Source: an optimization exercise on an open RTL-to-GDS flow (aim: small area). Production flows keep margins and buffers that such runs may drop. Function was checked by simulation only, so behaviour that the tests miss may differ from the original. No activity file was given, so power comes from the tool's default toggle rates.

==> design/flow/run.sh <==
#!/bin/bash
# synth_recipe.tcl (not shown) runs the flow's synth.tcl, then flattens the netlist and writes it again
# the make line also repeats each setting of config.mk as NAME=value (left out here)
make -C /OpenROAD-flow-scripts/flow DESIGN_CONFIG=/design/flow/config.mk WORK_HOME=/design/flow/orfs CLKGATE_MAP_FILE= SYNTH_SCRIPT=/design/flow/synth_recipe.tcl finish
==> design/flow/config.mk <==
export PLATFORM = sky130hd
export DESIGN_NAME = pdp8_trace_capture
export DESIGN_NICKNAME = pdp8_trace_capture
export VERILOG_FILES = /design/flow/design.v
export SDC_FILE = /design/flow/constraint.sdc
export NUM_CORES = 4
export LEC_CHECK = 0
export CAP_MARGIN = 20
export CORE_MARGIN = 2
export CORE_UTILIZATION = 45
export PLACE_DENSITY = 0.6
export SLEW_MARGIN = 20
==> design/flow/design.v <==
module pdp8_trace_capture #(
    parameter int unsigned DEPTH  = 64,
    parameter int unsigned WORD_W = 12,
    parameter int unsigned LOST_W = 16
) (
    input  logic                     clk,
    input  logic                     reset,
    input  logic                     trace_en,
    input  logic                     mode_wrap,
    input  logic                     inst_valid,
    input  logic [WORD_W-1:0]        inst_pc,
    input  logic [WORD_W-1:0]        inst_ir,
    input  logic [WORD_W-1:0]        inst_ac,
    input  logic                     inst_lk,
    input  logic                     mem_valid,
    input  logic [WORD_W-1:0]        mem_addr,
    input  logic [WORD_W-1:0]        mem_data,
    input  logic                     mem_we,
    input  logic                     mem_ifetch,
    input  logic                     br_valid,
    input  logic [WORD_W-1:0]        br_pc,
    input  logic [WORD_W-1:0]        br_target,
    input  logic [1:0]               br_kind,
    input  logic                     br_taken,
    output logic                     out_valid,
    input  logic                     out_ready,
    output logic [2+3*WORD_W+4-1:0]  out_data,
    output logic [$clog2(DEPTH):0]   count,
    output logic [LOST_W-1:0]        lost_count
);
    localparam int unsigned ENTRY_W = 2 + 3 * WORD_W + 4;
    localparam int unsigned PTR_W   = $clog2(DEPTH);
    localparam logic [PTR_W:0] FULL_CNT = (PTR_W + 1)'(DEPTH);
    localparam logic [1:0] CH_INST = 2'd0;
    localparam logic [1:0] CH_MEM  = 2'd1;
    localparam logic [1:0] CH_BR   = 2'd2;
    logic [2:0]         hold_v_q, hold_v_d;
    logic [2:0][ENTRY_W-1:0] hold_q;
    logic [2:0][ENTRY_W-1:0] hold_d;
    logic [1:0]         rr_q, rr_d;
    logic [PTR_W-1:0]   wr_ptr_q, wr_ptr_d, rd_ptr_q, rd_ptr_d;
    logic [PTR_W:0]     count_q, count_d;
    logic [LOST_W-1:0]  lost_q, lost_d;
    logic [ENTRY_W-1:0] fifo_mem [DEPTH];
    logic [2:0]         ev_valid;
    logic [2:0][ENTRY_W-1:0] ev_entry;
    logic               inst_ok, mem_ok;
    logic               full, pop, push_ok, push, overwrite;
    logic [5:0]         prio;
    logic [1:0]         gnt_ch;
    logic [2:0]         gnt_oh;
    logic [2:0]         lost_inc;
    logic [LOST_W:0]    lost_sum;
    assign inst_ok = 1'b1;
    assign mem_ok  = 1'b1;
    always_comb begin
        ev_valid[0] = inst_valid & trace_en & inst_ok;
        ev_valid[1] = mem_valid & trace_en & mem_ok;
        ev_valid[2] = br_valid & trace_en;
        ev_entry[0] = {2'd0, inst_pc, inst_ir, inst_ac, inst_lk, 3'b000};
        ev_entry[1] = {2'd1, mem_addr, mem_data, {WORD_W{1'b0}},
                       mem_we, mem_ifetch, 2'b00};
        ev_entry[2] = {2'd2, br_pc, br_target, {WORD_W{1'b0}},
                       br_taken, br_kind, 1'b0};
    end
    assign full    = (count_q == FULL_CNT);
    assign pop     = (count_q != '0) & out_ready;
    assign push_ok = ~full | pop | mode_wrap;
    always_comb begin
        case (rr_q)
            CH_INST: prio = {CH_BR, CH_MEM, CH_INST};
            CH_MEM:  prio = {CH_INST, CH_BR, CH_MEM};
            default: prio = {CH_MEM, CH_INST, CH_BR};
        endcase
        gnt_ch = prio[1:0];
        if (hold_v_q[prio[1:0]])      gnt_ch = prio[1:0];
        else if (hold_v_q[prio[3:2]]) gnt_ch = prio[3:2];
        else                          gnt_ch = prio[5:4];
        push      = push_ok & (|hold_v_q);
        gnt_oh    = push ? (3'b001 << gnt_ch) : 3'b000;
        overwrite = push & full & ~pop;
    end
    always_comb begin
        hold_v_d = hold_v_q;
        hold_d   = hold_q;
        lost_inc = overwrite ? 3'd1 : 3'd0;
        for (int i = 0; i < 3; i++) begin
            if (gnt_oh[i]) hold_v_d[i] = 1'b0;
            if (ev_valid[i]) begin
                if (!hold_v_q[i] || gnt_oh[i]) begin
                    hold_v_d[i] = 1'b1;
                    hold_d[i]   = ev_entry[i];
                end else begin
                    lost_inc = lost_inc + 3'd1;
                end
            end
        end
        rr_d     = push ? ((gnt_ch == CH_BR) ? CH_INST : gnt_ch + 2'd1) : rr_q;
        wr_ptr_d = wr_ptr_q + PTR_W'(push);
        rd_ptr_d = rd_ptr_q + PTR_W'(pop | overwrite);
        count_d  = count_q;
        if (push && !pop && !full) count_d = count_q + (PTR_W + 1)'(1);
        else if (pop && !push)     count_d = count_q - (PTR_W + 1)'(1);
        lost_sum = {1'b0, lost_q} + {{(LOST_W - 2){1'b0}}, lost_inc};
        lost_d   = lost_sum[LOST_W] ? {LOST_W{1'b1}} : lost_sum[LOST_W-1:0];
    end
    always_ff @(posedge clk) begin
        if (reset) begin
            hold_v_q <= '0;
            hold_q   <= '0;
            rr_q     <= CH_INST;
            wr_ptr_q <= '0;
            rd_ptr_q <= '0;
            count_q  <= '0;
            lost_q   <= '0;
        end else begin
            hold_v_q <= hold_v_d;
            hold_q   <= hold_d;
            rr_q     <= rr_d;
            wr_ptr_q <= wr_ptr_d;
            rd_ptr_q <= rd_ptr_d;
            count_q  <= count_d;
            lost_q   <= lost_d;
        end
    end
    always_ff @(posedge clk) begin
        if (push && !reset) fifo_mem[wr_ptr_q] <= hold_q[gnt_ch];
    end
    assign out_valid = (count_q != '0);
    assign out_data  = out_valid ? fifo_mem[rd_ptr_q] : '0;
    assign count         = count_q;
    assign lost_count    = lost_q;
endmodule
==> design/flow/constraint.sdc <==
create_clock -name core_clock -period 6.0 [get_ports {clk}]
set_input_delay 1.2000 -clock core_clock [delete_from_list [all_inputs] [get_ports {clk}]]
set_output_delay 1.2000 -clock core_clock [all_outputs]
set_load 0.01 [all_outputs]
==> impl_metrics.xml <==
<?xml version="1.0" encoding="UTF-8"?>
<metrics>
  <group name="run_status">
    <metric name="outcome" unit="">no timing/DRC/antenna violations</metric>
  </group>
  <group name="final_layout">
    <metric name="drive_gt1_share" unit="%">25.86</metric>
    <metric name="multiInputGateArea" unit="µm²">23830</metric>
    <metric name="finish.cell_count_without_fillers" unit="">8761</metric>
    <metric name="flow.area_growth_from_synthesis" unit="%">15.22</metric>
    <metric name="layout.area.seq" unit="µm²">81450</metric>
    <metric name="finalNetCount" unit="">5520</metric>
    <metric name="fillerInstances" unit="">18322</metric>
  </group>
  <group name="floorplanning">
    <metric name="floorplan.rows" unit="">178</metric>
    <metric name="die_area" unit="µm²">239500</metric>
    <metric name="fp.coreArea" unit="µm²">234700</metric>
    <metric name="initial_core_util" unit="%">45.17</metric>
    <metric name="die-width" unit="µm">489.4</metric>
    <metric name="die-height" unit="µm">489.4</metric>
    <metric name="boundaryPins" unit="">164</metric>
  </group>
  <group name="timing">
    <metric name="maxSlewHeadroom" unit="%">24.27</metric>
    <metric name="timing.final.hold_violations" unit="">0</metric>
    <metric name="fmax" unit="MHz">172.5</metric>
    <metric name="whs" unit="ps">453.7</metric>
    <metric name="fin_crit" unit="ps">5798</metric>
    <metric name="post-route-period-util" unit="%">96.64</metric>
    <metric name="maxSlewViolCount" unit="">0</metric>
    <metric name="final.setup_skew" unit="ps">47.88</metric>
    <metric name="tightestPinTransition" unit="ps">1136</metric>
    <metric name="setup_repair_after_global_routing_missed_its_margin" unit="">false</metric>
    <metric name="total_of_endpoints_with_negative_setup_slack_in_the_final_report" unit="">0</metric>
    <metric name="setup_tns" unit="ps">0</metric>
  </group>
  <group name="critical_path">
    <metric name="critical_path_arrival" unit="ps">4600</metric>
    <metric name="crit_path_top_delay_cell" unit="">dfxtp_1</metric>
    <metric name="critical_path_peak_fanout" unit="">19</metric>
    <metric name="worstPathCellList" unit="">buf_4, nor2b_4, buf_4, a32oi_1, nand3_1, nand2_1, clkdlybuf4s50_1</metric>
    <metric name="ff2ff_path_depth" unit="">17</metric>
    <metric name="worst_path_most_repeated_cell" unit="">buf_4</metric>
    <metric name="critical_path.startpoint_type" unit="">flip-flop</metric>
    <metric name="worstSetupPathType" unit="">reg2out</metric>
    <metric name="worst-endpoint-required" unit="ps">4800</metric>
    <metric name="critPathMaxStageDelay" unit="ps">940</metric>
    <metric name="cp_capture_type" unit="">output pin</metric>
  </group>
  <group name="synth">
    <metric name="synth_top_area_cell" unit="">edfxtp_1</metric>
    <metric name="synth.area.mux_share" unit="%">16.35</metric>
    <metric name="synth_adder_area_share" unit="%">0.2147</metric>
    <metric name="synth_cell_type_count" unit="">66</metric>
    <metric name="synthesis.nets" unit="">5109</metric>
    <metric name="synth_ff_type" unit="">edfxtp_1</metric>
    <metric name="post_synth_xor_area_fraction" unit="%">0.2065</metric>
    <metric name="synth_edf_count" unit="">2624</metric>
    <metric name="netlist_instances" unit="">4994</metric>
    <metric name="ys_top_cells_by_count" unit="">edfxtp_1, mux4_2, nand2_1</metric>
    <metric name="cell_with_the_most_instances_after_synthesis" unit="">edfxtp_1</metric>
    <metric name="post_synth.cell_area_avg" unit="µm²">21.23</metric>
    <metric name="yosysSeqAreaShare" unit="%">76.80</metric>
    <metric name="synth_compound_area_share" unit="%">2.256</metric>
    <metric name="synth-simple-area-share" unit="%">2.786</metric>
    <metric name="async_flop_share" unit="%">0</metric>
    <metric name="area_of_the_mapped_netlist" unit="µm²">106000</metric>
    <metric name="synth_top_family_by_area" unit="">multiplexers</metric>
    <metric name="synthesis.yosys.warnings" unit="">1</metric>
    <metric name="synthTopCellsByArea" unit="">edfxtp_1, mux4_2, dfxtp_1</metric>
    <metric name="synthDominantCellAreaShare" unit="%">74.31</metric>
    <metric name="synth_seq_cells" unit="">2756</metric>
  </group>
  <group name="clock_tree">
    <metric name="buffer_depth_of_the_longest_clock_path" unit="">4</metric>
    <metric name="worst_skew_pair.late_latency" unit="ps">940</metric>
    <metric name="clock_tree.htree_level_count" unit="">5</metric>
    <metric name="clk_transition_reported_paths" unit="ps">60</metric>
    <metric name="tritoncts" unit="">built</metric>
    <metric name="tritoncts_buffers" unit="">296</metric>
    <metric name="cts_setup_buffers" unit="">0</metric>
    <metric name="cts_root_buf" unit="">clkbuf_16</metric>
    <metric name="clkSinkCount" unit="">2756</metric>
  </group>
  <group name="drt">
    <metric name="final_antenna_net_count" unit="">0</metric>
    <metric name="drt-pass1-iter-count" unit="">5</metric>
    <metric name="via_count" unit="">53575</metric>
    <metric name="initial_drc_count" unit="">6622</metric>
    <metric name="detail_route.drc_violations" unit="">0</metric>
    <metric name="routed_via_density" unit="">6.115</metric>
    <metric name="drt-wirelength-per-cell" unit="µm">33.14</metric>
    <metric name="drt_wl_total" unit="mm">290.4</metric>
  </group>
  <group name="power">
    <metric name="power.static_leakage" unit="nW">38.29</metric>
    <metric name="power.density" unit="nW/µm²">396.8</metric>
    <metric name="max-vdd-ir-drop" unit="µV">381.5</metric>
  </group>
  <group name="hold_path">
    <metric name="class_of_the_most_critical_hold_timing_path" unit="">reg2reg</metric>
    <metric name="hold-path-cell-count" unit="">2</metric>
  </group>
  <group name="global_routing">
    <metric name="gr-usage-all-layers" unit="%">24.42</metric>
    <metric name="globalRouteOverflowTotal" unit="">0</metric>
    <metric name="antenna_found_initial" unit="">9</metric>
    <metric name="first_pass_grt_wire_length" unit="mm">410.0</metric>
    <metric name="via_count_of_the_first_global_routing_pass" unit="">53659</metric>
    <metric name="largest_net_degree_at_the_start_of_global_routing" unit="">95</metric>
  </group>
  <group name="place">
    <metric name="placement.io_buffers" unit="">162</metric>
    <metric name="place_congestion" unit="">0.8037</metric>
    <metric name="place_inst" unit="">8256</metric>
    <metric name="detailedPlacementHpwl" unit="mm">160.9</metric>
  </group>
  <group name="flow_run">
    <metric name="number_of_max_cap_violations" unit="">0</metric>
  </group>
</metrics>
-- layout make-up --
| type | count | area share, % |
|---|---|---|
| diodes | 4 | 0.008192 |
| clock buffers | 361 | 6.364 |
| clock inverters | 139 | 0.8530 |
| inverters | 15 | 0.05223 |
| multi-input cells | 1941 | 19.51 |
| flip-flops and latches | 2756 | 66.67 |
| well taps | 3150 | 3.226 |
| repair buffers | 395 | 3.326 |
-- repair_timing --
item | CTS | global route
hold buffers | 0 | 0
resized for setup | 0 | 1
hold endpoints to repair | 0 | 0
endpoints found under the setup margin | 0 | 1
-- stage by stage --
step | setup WS (ps) | total power (W) | instance area (µm²) | util (%)
2_1_floorplan | 1035 | 0.02882 | 106000 | -
3_3_place_gp | 188.5 | 0.03194 | 113200 | 48.24
3_5_place_dp | 225.4 | 0.03198 | 113300 | 48.26
4_1_cts | 155.8 | 0.04885 | 122100 | 52.02
5_1_grt | 137.2 | 0.05013 | 122200 | 52.05
6_report | 201.6 | 0.04849 | 122200 | 52.05
-- cells in the final DEF, fill, tap and decap left out, types with 7 or more instances in the layout --
master,count
nand3_1,35
mux2i_1,137
nand2_1,393
clkbuf_16,300
nor2_1,77
clkbuf_1,57
ha_1,15
a31oi_1,10
and2_4,10
a22oi_1,81
inv_1,14
xor2_1,17
nand2_4,10
a32oi_1,60
edfxtp_1,2624
nand4_1,8
nor3_1,11
xnor2_1,8
a211oi_1,13
clkinv_1,70
buf_12,54
mux2_2,12
nor2b_1,20
mux4_2,703
dfxtp_1,128
o22ai_1,7
clkinv_2,37
clkdlybuf4s50_1,161
a21oi_1,111
bufinv_16,15
nand2_2,11
nor2_4,70
o21ai_0,14
or3_1,13
buf_4,178
-- registers in the layout (all words and copies together), names as in the netlist --
| signal | cells |
|---|---|
| wr_ptr_q | 6 |
| rd_ptr_q | 6 |
| lost_q | 16 |
| rr_q | 2 |
| count_q | 7 |
| hold_q | 92 |
| hold_v_q | 3 |
| fifo_mem | 2624 |
-- cell families after synthesis --
kind of cell	Yosys count
and+or+nand+nor	699
muxes	852
xor gates and xnor gates	25
adders and majority gates	17
DFF	2756
AOI/OAI and AO/OA	347
other	1
buffers and inverters	297
-- routing by layer --
metal	vias to the layer above	GRT usage, %	part of all wire, %
met5	-	0	0.0045
met4	2	6.938	2.8
met3	406	5.144	9.4
met2	2611	38.21	47
met1	29030	34.91	41
li1	21526	-	-
-- power by group --
part	leakage, nW	switching (W)	internal (W)
sequential	24.9	0.000145	0.0214
combinational	9.05	0.00521	0.00469
clock	4.30	0.00722	0.00980
-- worst paths after layout --
check                                               from                        to  slack [ps]
worst max register to register   count_q[0]$_SDFFE_PP0P_     lost_q[11]$_SDFF_PP0_        1190
worst min-delay path            hold_q[104]$_SDFFE_PP0P_  hold_q[104]$_SDFFE_PP0P_         450
worst max-delay path              rd_ptr_q[4]$_SDFF_PP0_               out_data[3]         200
worst min register to register  hold_q[104]$_SDFFE_PP0P_  hold_q[104]$_SDFFE_PP0P_         450
-- critical path, delay by kind of cell (launching register included) --
family                 cells  cell delay, ps
flip-flops                 1             940
buffers and inverters      3            1360
AND/OR/NAND/NOR            3            1230
AO/OA/AOI/OAI              1             130

re-timing with driven ports:
The results above use ideal ports. As a check the final layout listed here was re-extracted and re-timed, cells and wires unchanged. Step 1, drivers: a clkbuf_16 drives clk and a buf_2 each remaining input, both assumed. Step 2 moves the port delays by t, midway between the first and last clock arrival at a register: inputs arrive t later, outputs are due t later. That takes back most of the time a late clock gives input paths. a / b / c = ideal / step 1 / step 2; a / b = the first two.
shift t [ns]: 1.006
setup WS [ns]: 0.202 / 0.111 / 0.198
clock arrival spread, ns: 0.057 / 0.057
After both steps this run still meets setup and hold. The setup slack of this run moves by -0.091 ns with the drivers and by -0.004 ns with both steps.
